What follows belongs to an exercise in optimizing a design on an open flow for small area, a short achievable clock period and few clock cycles per item; a production flow would make more cautious choices.
At most, simulation tests tie the RTL to the original design; equivalence was not proved.
Power figures rest on the tool's default switching activity, not on a simulated workload.

## run D
// conv1d_top
module conv1d_top (
  input  logic        clk,
  input  logic        rst_n,
  input  logic        psel_i,
  input  logic        penable_i,
  input  logic        pwrite_i,
  input  logic [7:0]  paddr_i,
  input  logic [31:0] pwdata_i,
  output logic [31:0] prdata_o,
  output logic        pready_o,
  output logic        pslverr_o,
  output logic        mem_req_o,
  output logic        mem_we_o,
  output logic [6:0]  mem_addr_o,
  output logic [31:0] mem_wdata_o,
  input  logic [31:0] mem_rdata_i,
  output logic        done_o
);
Size: roughly 150 I/O pins.
Settings: LEC_CHECK=0, CAP_MARGIN=20, CORE_MARGIN=2, CORE_UTILIZATION=40, SETUP_SLACK_MARGIN=4.5, SLEW_MARGIN=20, SYNTH_HIERARCHICAL=1, SYNTH_MINIMUM_KEEP_SIZE=0; clock period 8.0 ns.
standard.sh (not shown) runs the stock make flow with config.mk's settings and CLKGATE_MAP_FILE= SYNTH_SCRIPT=/design/flow/synth_recipe.tcl, a recipe that flattens the netlist after the stock synthesis.
==> flow/flow/run.sh <==
#!/bin/bash
# Standard layout, with the smallest plain buffer on the ports.
set -euo pipefail
export BUFFER_PORTS_ARGS="-buffer_cell sky130_fd_sc_hd__buf_1"
bash standard.sh > standard.log 2>&1
Testbench counts of run D, summed over its fixed seeds: cycles 5,000, items 1,988.
Setup changes, run D to run C
- CTS_BUF_LIST now sky130_fd_sc_hd__clkbuf_4 sky130_fd_sc_hd__clkbuf_8, previously not set
- CTS_CLUSTER_DIAMETER now 60, previously not set
- CTS_CLUSTER_SIZE now 30, previously not set
## What came out
Delta (run C minus run D): final design utilization decreased 0.56 points, final critical delay including setup and external delays saw an increase, layout overhead on the synthesized area decreased 1.4 points, global-route wire length before repair flat.
Hold slack, run D and run C: higher on run C

Another version of the RTL of conv1d_top (not shown whole).
For scale: ~980 cells after synthesis, roughly 180 flip-flops, about 150 I/O pins, ~12000 sq um of cells after synthesis.
clock: 8.0 ns
lec_check: 0
cap_margin: 20
core_margin: 2
core_utilization: 40
setup_slack_margin: 4.5
slew_margin: 20
synth_hierarchical: 1
synth_minimum_keep_size: 0
run.sh (not shown) runs the stock make flow with config.mk's settings and CLKGATE_MAP_FILE= SYNTH_SCRIPT=/design/flow/synth_recipe.tcl, a recipe that flattens the netlist after the stock synthesis.
Stock flow here: none of the scripts above is used.
The starting point ran to the end with no violations.
==> next run, changes <==
==> flow/flow/run.sh (new file) <==
#!/bin/bash
# Standard layout, with the smallest plain buffer on the ports.
set -euo pipefail
export BUFFER_PORTS_ARGS="-buffer_cell sky130_fd_sc_hd__buf_1"
bash standard.sh > standard.log 2>&1
==> flow/standard.sh (new file) <==
#!/bin/bash
# synth_recipe.tcl (not shown) runs the flow's synth.tcl, then flattens the netlist and writes it again
# the make line also repeats each setting of config.mk as NAME=value (left out here)
make -C /OpenROAD-flow-scripts/flow DESIGN_CONFIG=/design/flow/config.mk WORK_HOME=/design/flow/orfs CLKGATE_MAP_FILE= SYNTH_SCRIPT=/design/flow/synth_recipe.tcl "${@:-finish}"
- SETUP_SLACK_MARGIN: 4.5 -> 3.8
removed: flow/run.sh
What happened:
- The new run ran to the end with no violations
- design area fell by 9.2%
- first-iteration DRC count fell by 18%
- cell count fell by 2.6%
- worst hold slack gains 0.0052 ns
- combinational power fell by about 15%
- via count fell by 2.8%
==> next run, changes <==
- SETUP_SLACK_MARGIN: 3.8 -> 4.5
=> The new run went through all stages and came out clean. Die area stays the same. Core utilization came out higher by 1.9 points. Non-clock buffer count is higher by 34.
No functional check of the RTL was part of any run of this note.

before:
conv1d_top, a different RTL version from the one above (not shown whole).
For scale: roughly 150 I/O pins, about 14000 um2 of cells after synthesis.
export LEC_CHECK = 0
export CAP_MARGIN = 20
export CORE_MARGIN = 2
export CORE_UTILIZATION = 40
export CTS_BUF_LIST = sky130_fd_sc_hd__clkbuf_4 sky130_fd_sc_hd__clkbuf_8
export CTS_CLUSTER_DIAMETER = 60
export CTS_CLUSTER_SIZE = 30
export SETUP_SLACK_MARGIN = 4.5
export SLEW_MARGIN = 20
export SYNTH_HIERARCHICAL = 1
export SYNTH_MINIMUM_KEEP_SIZE = 0
create_clock -name core_clock -period 8.0 [get_ports {clk}]
standard.sh (not shown) runs the stock make flow with config.mk's settings and CLKGATE_MAP_FILE= SYNTH_SCRIPT=/design/flow/synth_recipe.tcl, a recipe that flattens the netlist after the stock synthesis.
==> flow/flow/run.sh <==
#!/bin/bash
# Standard layout, with the smallest plain buffer on the ports and the
# adder trees mapped by ABC instead of onto full-adder cells.
set -euo pipefail
export BUFFER_PORTS_ARGS="-buffer_cell sky130_fd_sc_hd__buf_1"
export ADDER_MAP_FILE=""
bash standard.sh > standard.log 2>&1
The following lists how after was set up differently from before:
==> flow/flow/run.sh <==
#!/bin/bash
# Standard layout, with the smallest plain buffer on the ports.
set -euo pipefail
export BUFFER_PORTS_ARGS="-buffer_cell sky130_fd_sc_hd__buf_1"
bash standard.sh > standard.log 2>&1
## What came out
Between before and after, the worst hold margin figures differ only marginally.
Re length of routed met3 wiring: before was lower than after.
Delta (after minus before): post-route clock period utilization has increased, final critical-path required period has increased, fraction of area in clock buffers and inverters has increased.
Delta (after minus before): final design area excluding fillers went down about 10%; routed wire length decreased by about 10% relative to the old numbers; first-pass GRT wire length down 3700 um.
No run of this note included a check of the RTL's function; only the layout flow was run.

conv1d_top, a different RTL version from the one above (not shown whole).
Size: roughly 12,000 sq um of cells after synthesis.
export LEC_CHECK = 0
export CAP_MARGIN = 20
export CORE_MARGIN = 2
export CORE_UTILIZATION = 65
export SETUP_SLACK_MARGIN = 4.8
export SLEW_MARGIN = 20
export SYNTH_HIERARCHICAL = 1
export SYNTH_MINIMUM_KEEP_SIZE = 0
create_clock -name core_clock -period 8.0 [get_ports {clk}]
==> flow/flow/run.sh <==
#!/bin/bash
# Standard layout, with the smallest plain buffer on the ports.
set -euo pipefail
export BUFFER_PORTS_ARGS="-buffer_cell sky130_fd_sc_hd__buf_1"
bash standard.sh > standard.log 2>&1
Testbench counts at the start, summed over its fixed seeds: cycles 5,000, items 1,988.
Rerun with:
- ABC_AREA: not set -> 1
The changed run finished clean. Final area went up by 3.5%. Utilization hardly moves. Flip-flop and latch count stays the same.

run 1:
conv1d_top again, from the RTL that the note above started with.
==> flow/config.mk <==
export PLATFORM = sky130hd
export DESIGN_NAME = conv1d_top
export DESIGN_NICKNAME = conv1d_top
export VERILOG_FILES = /design/flow/design.v
export SDC_FILE = /design/flow/constraint.sdc
export NUM_CORES = 4
export LEC_CHECK = 0
export CAP_MARGIN = 20
export CORE_MARGIN = 2
export CORE_UTILIZATION = 40
export SETUP_SLACK_MARGIN = 4.65
export SLEW_MARGIN = 20
export SYNTH_HIERARCHICAL = 1
export SYNTH_MINIMUM_KEEP_SIZE = 0
==> flow/constraint.sdc <==
create_clock -name core_clock -period 8.0 [get_ports {clk}]
set_input_delay 1.6000 -clock core_clock [delete_from_list [all_inputs] [get_ports {clk}]]
set_output_delay 1.6000 -clock core_clock [all_outputs]
set_load 0.01 [all_outputs]
Scripts as last shown in full above: flow/flow/run.sh
Run 1 went all the way through the flow, and no timing, DRC or antenna check failed.
Testbench counts of run 1, summed over its fixed seeds: cycles 5,000, items 1,988.
What run 2 does differently from run 1 at the input level:
Settings: changing SETUP_SLACK_MARGIN from 4.65 to 4.5.
--- outcome ---
Aggregate routed wire length was higher in the run labelled run 2. Run 2 finished every stage and its layout cleared the timing, design-rule and antenna checks. As far as final-layout non-clock buffer area share is concerned, run 1 and run 2 perform about the same. Compared with run 1, in run 2 average detailed-routed wire length per instance now larger; number of fill cells higher; combinational power share went up. As far as post-placement cell area goes, run 2 and run 1 are indistinguishable; the numbers are identical. Run 1 -> run 2: top achievable clock speed decreased slightly. Between run 1 and run 2, the met1 demand-to-capacity share in global routing does not differ in any meaningful way.
Input changes introduced in run 3 (baseline for comparison: run 2):
Settings: SETUP_SLACK_MARGIN: 4.5 -> 4.85; CORE_UTILIZATION: 40 -> 75.
--- outcome ---
Compared with run 2, footprint of the flip-flops and latches in run 3 increased by a few percent. Run 2 has higher largest stage delay on the critical path than run 3. Between run 3 and run 2, the hold slack does not differ in any meaningful way. In the tables for run 2 and run 3, wire length reads lower with run 2. Of the two values seen for launching element of the worst setup path, w_q[0] was produced by run 3 and w_q[27] by run 2. Relative to run 2, clock-buffer cell count has increased by 4 in run 3. On cell row count, the higher figure sits with run 2, not run 3.
## Diff of input files: run 4 against run 3
Settings: changing CORE_UTILIZATION from 75 to 65; changing SETUP_SLACK_MARGIN from 4.85 to 4.9.
--- outcome ---
NOTE area enclosed by the die boundary run 3->run 4 increased by more than 10%
Compared run 4 against run 3; placement-stage cell area within noise.
Measured against each other, run 3 and run 4 differ in slack of the critical path, the lower figure coming from run 3.
Run 4 vs. run 3: power went up by about 1.5%.
On run 4: cell count is 20 higher than what run 3 gave.
Taking run 3 as the reference, in run 4 multi-input combinational cell area went up by 40 µm²; sequential share of layout area decreased 0.37 points; final area up 1.2%.

## build 65
Starting RTL as in the previous note.
clock: 8.0 ns
lec_check: 0
cap_margin: 20
core_margin: 2
core_utilization: 70
setup_slack_margin: 4.8
slew_margin: 20
synth_hierarchical: 1
synth_minimum_keep_size: 0
Scripts as last shown in full above: flow/flow/run.sh
Testbench counts of build 65, summed over its fixed seeds: cycles 5,000, items 1,988.
Setup changes, build 65 to build 57
Settings: swapping 70 for 55 in CORE_UTILIZATION; swapping 4.8 for 4.9 in SETUP_SLACK_MARGIN.
Results
From build 57 to build 65, proportion of synthesized chip area in sequential cells did not move at all.
Total number of tap cells (higher): build 57
[compare] base=build 65 new=build 57: number of fill cells climbed 642, least setup slack across all paths after layout -0.0050 ns, part of the total power dissipated in combinational logic now larger.
Build 57 finished every stage and its layout cleared the timing, design-rule and antenna checks.
The cell internal power dissipation of build 57 was superior to that of build 65.
Per the comparison of build 57 with build 65, antenna diode count saw a decrease; power saw a decrease; post-route met1 wirelength saw an increase; routed wire length saw an increase.
Changes in build 58 relative to build 57:
Settings: swapping 4.9 for 4.8 in SETUP_SLACK_MARGIN; swapping 55 for 75 in CORE_UTILIZATION.
[summary]
- Build 58 ended up with reg -> out as its type of the worst setup path; build 57 ended up with reg -> reg.
- Compare build 58 and build 57 | wire length per cell after detailed routing higher: build 58
- On number of cells traversed by the worst register-to-register path, the lower figure sits with build 58, not build 57.
- Build 57 → build 58: layout cell share with drive strength beyond 1 now sits lower; worst endpoint required time now sits lower.
- Build 58 vs build 57: worst setup margin down in build 58
- Taking build 57 as the reference, in build 58 first-pass GRT wire length down 380 um; global-route usage over all layers now sits higher; sequential share of layout area moved up.
- On overall power of the completed layout, build 57 tracks build 58 almost exactly.
- Cell with the biggest individual delay on the critical path: sky130_fd_sc_hd__fa_2 -> build 57, sky130_fd_sc_hd__a222oi_1 -> build 58
- Compared with build 57, placement density in the core of build 58 is higher.
- Between build 57 and build 58, the flow reports die area decreasing by more than a quarter.

The RTL this note starts from:
==> flow/design.v <==
package conv1d_pkg;
  localparam int ADDR_W   = 7;
  localparam int DATA_W   = 32;
  localparam int SAMPLE_W = 8;
  localparam int NUM_TAPS = 4;
  localparam int COUNT_W  = 7;
  localparam int SUM_W    = 18;
  localparam logic [7:0] REG_CTRL   = 8'h00;
  localparam logic [7:0] REG_STATUS = 8'h04;
  localparam logic [7:0] REG_TAPS   = 8'h08;
  localparam logic [7:0] REG_SRC    = 8'h0C;
  localparam logic [7:0] REG_DST    = 8'h10;
  localparam logic [7:0] REG_COUNT  = 8'h14;
endpackage
`timescale 1ns/1ps
module conv1d_top (
  input  logic        clk,
  input  logic        rst_n,
  input  logic        psel_i,
  input  logic        penable_i,
  input  logic        pwrite_i,
  input  logic [7:0]  paddr_i,
  input  logic [31:0] pwdata_i,
  output logic [31:0] prdata_o,
  output logic        pready_o,
  output logic        pslverr_o,
  output logic        mem_req_o,
  output logic        mem_we_o,
  output logic [6:0]  mem_addr_o,
  output logic [31:0] mem_wdata_o,
  input  logic [31:0] mem_rdata_i,
  output logic        done_o
);
  localparam int SW = conv1d_pkg::SUM_W;
  logic sel_ctrl_q, sel_stat_q, sel_taps_q, sel_src_q, sel_dst_q, sel_cnt_q, bad_q;
  always_ff @(posedge clk) begin
    sel_ctrl_q <= (paddr_i == conv1d_pkg::REG_CTRL);
    sel_stat_q <= (paddr_i == conv1d_pkg::REG_STATUS);
    sel_taps_q <= (paddr_i == conv1d_pkg::REG_TAPS);
    sel_src_q  <= (paddr_i == conv1d_pkg::REG_SRC);
    sel_dst_q  <= (paddr_i == conv1d_pkg::REG_DST);
    sel_cnt_q  <= (paddr_i == conv1d_pkg::REG_COUNT);
    bad_q      <= !(paddr_i == conv1d_pkg::REG_CTRL  || paddr_i == conv1d_pkg::REG_STATUS ||
                    paddr_i == conv1d_pkg::REG_TAPS  || paddr_i == conv1d_pkg::REG_SRC ||
                    paddr_i == conv1d_pkg::REG_DST   || paddr_i == conv1d_pkg::REG_COUNT);
  end
  logic wr;
  assign wr        = psel_i & penable_i & pwrite_i;
  assign pready_o  = 1'b1;
  assign pslverr_o = bad_q;
  logic [31:0] taps_q;
  logic [6:0]  src_q, dst_q, cnt_q;
  always_ff @(posedge clk or posedge rst_n) begin
    if (rst_n) begin
      taps_q <= '0;
      src_q  <= '0;
      dst_q  <= '0;
      cnt_q  <= '0;
    end else begin
      if (wr && sel_taps_q) taps_q <= pwdata_i;
      if (wr && sel_src_q)  src_q  <= pwdata_i[6:0];
      if (wr && sel_dst_q)  dst_q  <= pwdata_i[6:0];
      if (wr && sel_cnt_q)  cnt_q  <= pwdata_i[6:0];
    end
  end
  logic       run_q;      
  logic       done_q;
  logic       req_q, we_q;
  logic       ph_q;       
  logic [1:0] fs_q;       
  logic [6:0] wl_q;       
  logic [6:0] rdp_q, wrp_q;
  logic       rv_q;       
  logic start;
  assign start = wr & sel_ctrl_q & pwdata_i[0] & ~run_q;
  logic       rd_now, wr_now;
  logic [6:0] wl_d;
  assign rd_now = req_q & ~we_q;
  assign wr_now = req_q & we_q;
  assign wl_d   = wl_q - {6'd0, wr_now};
  logic nx_rd, nx_wr, last;
  always_comb begin
    nx_rd = 1'b0;
    nx_wr = 1'b0;
    last  = 1'b0;
    if (run_q) begin
      if (fs_q != 2'd0) begin
        nx_rd = !ph_q || fs_q[1];
      end else if (!ph_q) begin
        nx_rd = (wl_d > 7'd1);
      end else begin
        nx_wr = 1'b1;
        last  = (wl_q == 7'd1);
      end
    end
  end
  always_ff @(posedge clk or posedge rst_n) begin
    if (rst_n) begin
      run_q  <= 1'b0;
      done_q <= 1'b0;
      req_q  <= 1'b0;
    end else begin
      if (start) begin
        run_q  <= (cnt_q != '0);
        done_q <= (cnt_q == '0);
        req_q  <= (cnt_q != '0);
      end else begin
        req_q <= nx_rd | nx_wr;
        if (last) begin
          run_q  <= 1'b0;
          done_q <= 1'b1;
        end
      end
    end
  end
  always_ff @(posedge clk) begin
    rv_q <= rd_now;
    if (start) begin
      we_q  <= 1'b0;
      ph_q  <= 1'b0;
      fs_q  <= 2'd2;
      wl_q  <= cnt_q;
      rdp_q <= src_q;
      wrp_q <= dst_q;
    end else begin
      we_q <= nx_wr;
      ph_q <= ~ph_q;
      if (ph_q && fs_q != 2'd0) fs_q <= fs_q - 2'd1;
      wl_q <= wl_d;
      if (rd_now) rdp_q <= rdp_q + 7'd1;
      if (wr_now) wrp_q <= wrp_q + 7'd1;
    end
  end
  assign mem_req_o  = req_q;
  assign mem_we_o   = we_q;
  assign mem_addr_o = we_q ? wrp_q : rdp_q;
  logic [7:0]    xa_q, xb_q, xc_q;
  logic [SW-1:0] acc_q;
  always_ff @(posedge clk) begin
    if (rv_q) begin
      xb_q <= mem_rdata_i[7:0];
      xc_q <= xb_q;
      xa_q <= xc_q;
    end
  end
  logic [7:0]    ta, tb;
  logic [SW-1:0] acc_d;
  assign ta    = ph_q ? taps_q[15:8]  : taps_q[7:0];
  assign tb    = ph_q ? taps_q[31:24] : taps_q[23:16];
  assign acc_d = (ph_q ? acc_q : '0) + SW'(xa_q * ta) + SW'(xb_q * tb);
  always_ff @(posedge clk) acc_q <= acc_d;
  assign mem_wdata_o = {{(32-SW){1'b0}}, acc_q};
  always_comb begin
    prdata_o = '0;
    prdata_o |= {32{sel_taps_q}} & taps_q;
    prdata_o[6:0] |= ({7{sel_src_q}} & src_q) | ({7{sel_dst_q}} & dst_q) | ({7{sel_cnt_q}} & cnt_q);
    prdata_o[1:0] |= {2{sel_stat_q}} & {done_q, run_q};
  end
  assign done_o = done_q;
endmodule
==> flow/config.mk <==
export PLATFORM = sky130hd
export DESIGN_NAME = conv1d_top
export DESIGN_NICKNAME = conv1d_top
export VERILOG_FILES = /design/flow/design.v
export SDC_FILE = /design/flow/constraint.sdc
export NUM_CORES = 4
export LEC_CHECK = 0
export CAP_MARGIN = 20
export CORE_MARGIN = 2
export CORE_UTILIZATION = 40
export SETUP_SLACK_MARGIN = 4.5
export SLEW_MARGIN = 20
==> flow/constraint.sdc <==
create_clock -name core_clock -period 8.0 [get_ports {clk}]
set_input_delay 1.6000 -clock core_clock [delete_from_list [all_inputs] [get_ports {clk}]]
set_output_delay 1.6000 -clock core_clock [all_outputs]
set_load 0.01 [all_outputs]
run.sh (not shown) runs the stock make flow with config.mk's settings and CLKGATE_MAP_FILE= SYNTH_SCRIPT=/design/flow/synth_recipe.tcl, a recipe that flattens the netlist after the stock synthesis.
Stock flow here: none of the scripts above is used.
Then changed:
- SETUP_SLACK_MARGIN: 4.5 -> unset
What happened:
- worst setup slack loses 1.1 ns
- cell area fell by 5.5%
- worst hold slack gains 0.0034 ns
- core utilization fell by 2.8 points
- cell count fell by 1.5%
- via count is lower by 2.6%
- power came out lower by 2.0%
- fmax fell by 16%
- global-route usage fell by 0.68 points
Function was not checked in any run of this note: the RTL went through the layout flow alone.

## what the ideal ports hide
Ports are ideal in the flow. The routed layouts listed here were re-timed in OpenROAD.
Step 1 (the two cells are an assumption about what drives the block):
set clk [get_ports {clk}]
set_driving_cell -lib_cell sky130_fd_sc_hd__clkbuf_16 $clk
set_driving_cell -lib_cell sky130_fd_sc_hd__buf_2 [delete_from_list [all_inputs] $clk]
Step 2 also shifts input and output timing later by t, the mid clock arrival at the registers, as if the neighbouring blocks saw the same clock.
Slacks: ideal ports / drivers / drivers and shift; pairs: ideal ports / drivers.
run | t, ns | setup slack, ns | worst setup path after step 2 | worst data-port slew with drivers (ns)
run D | 0.491 | 4.528 / 4.528 / 4.202 | input to register | 0.04
run C | 0.528 | 4.519 / 4.519 / 4.198 | input to register | 0.04
the first run of note 2 | 0.487 | 4.387 / 4.387 / 3.997 | input to register | 0.05
the second run of note 2 | 0.487 | 3.993 / 4.012 / 3.536 | input to register | 0.05
the third run of note 2 | 0.486 | 4.340 / 4.340 / 3.995 | input to register | 0.05
before | 0.540 | 4.555 / 4.555 / 4.145 | input to register | 0.07
after | 0.521 | 4.510 / 4.510 / 4.061 | input to register | 0.07
the first run of note 4 | 0.481 | 4.847 / 4.837 / 4.847 | register to register | 0.05
the second run of note 4 | 0.473 | 4.777 / 4.777 / 4.777 | register to register | 0.04
run 1 | 0.487 | 4.717 / 4.717 / 4.717 | register to register | 0.06
run 2 | 0.488 | 4.670 / 4.670 / 4.670 | register to register | 0.05
run 3 | 0.473 | 4.878 / 4.874 / 4.878 | register to register | 0.05
run 4 | 0.468 | 4.896 / 4.896 / 4.896 | register to register | 0.05
build 65 | 0.480 | 4.833 / 4.833 / 4.833 | register to register | 0.04
build 57 | 0.478 | 4.828 / 4.828 / 4.828 | register to register | 0.04
build 58 | 0.472 | 4.821 / 4.779 / 4.865 | register to register | 0.04
the first run of note 7 | 0.465 | 2.526 / 2.526 / 2.526 | register to register | 0.06
the second run of note 7 | 0.468 | 1.446 / 1.446 / 1.446 | register to register | 0.07
After both steps every run listed still meets setup and hold. For the second run of note 2, which loses most, drivers alone change the setup slack by +0.019 ns; drivers and shift together by -0.457 ns.
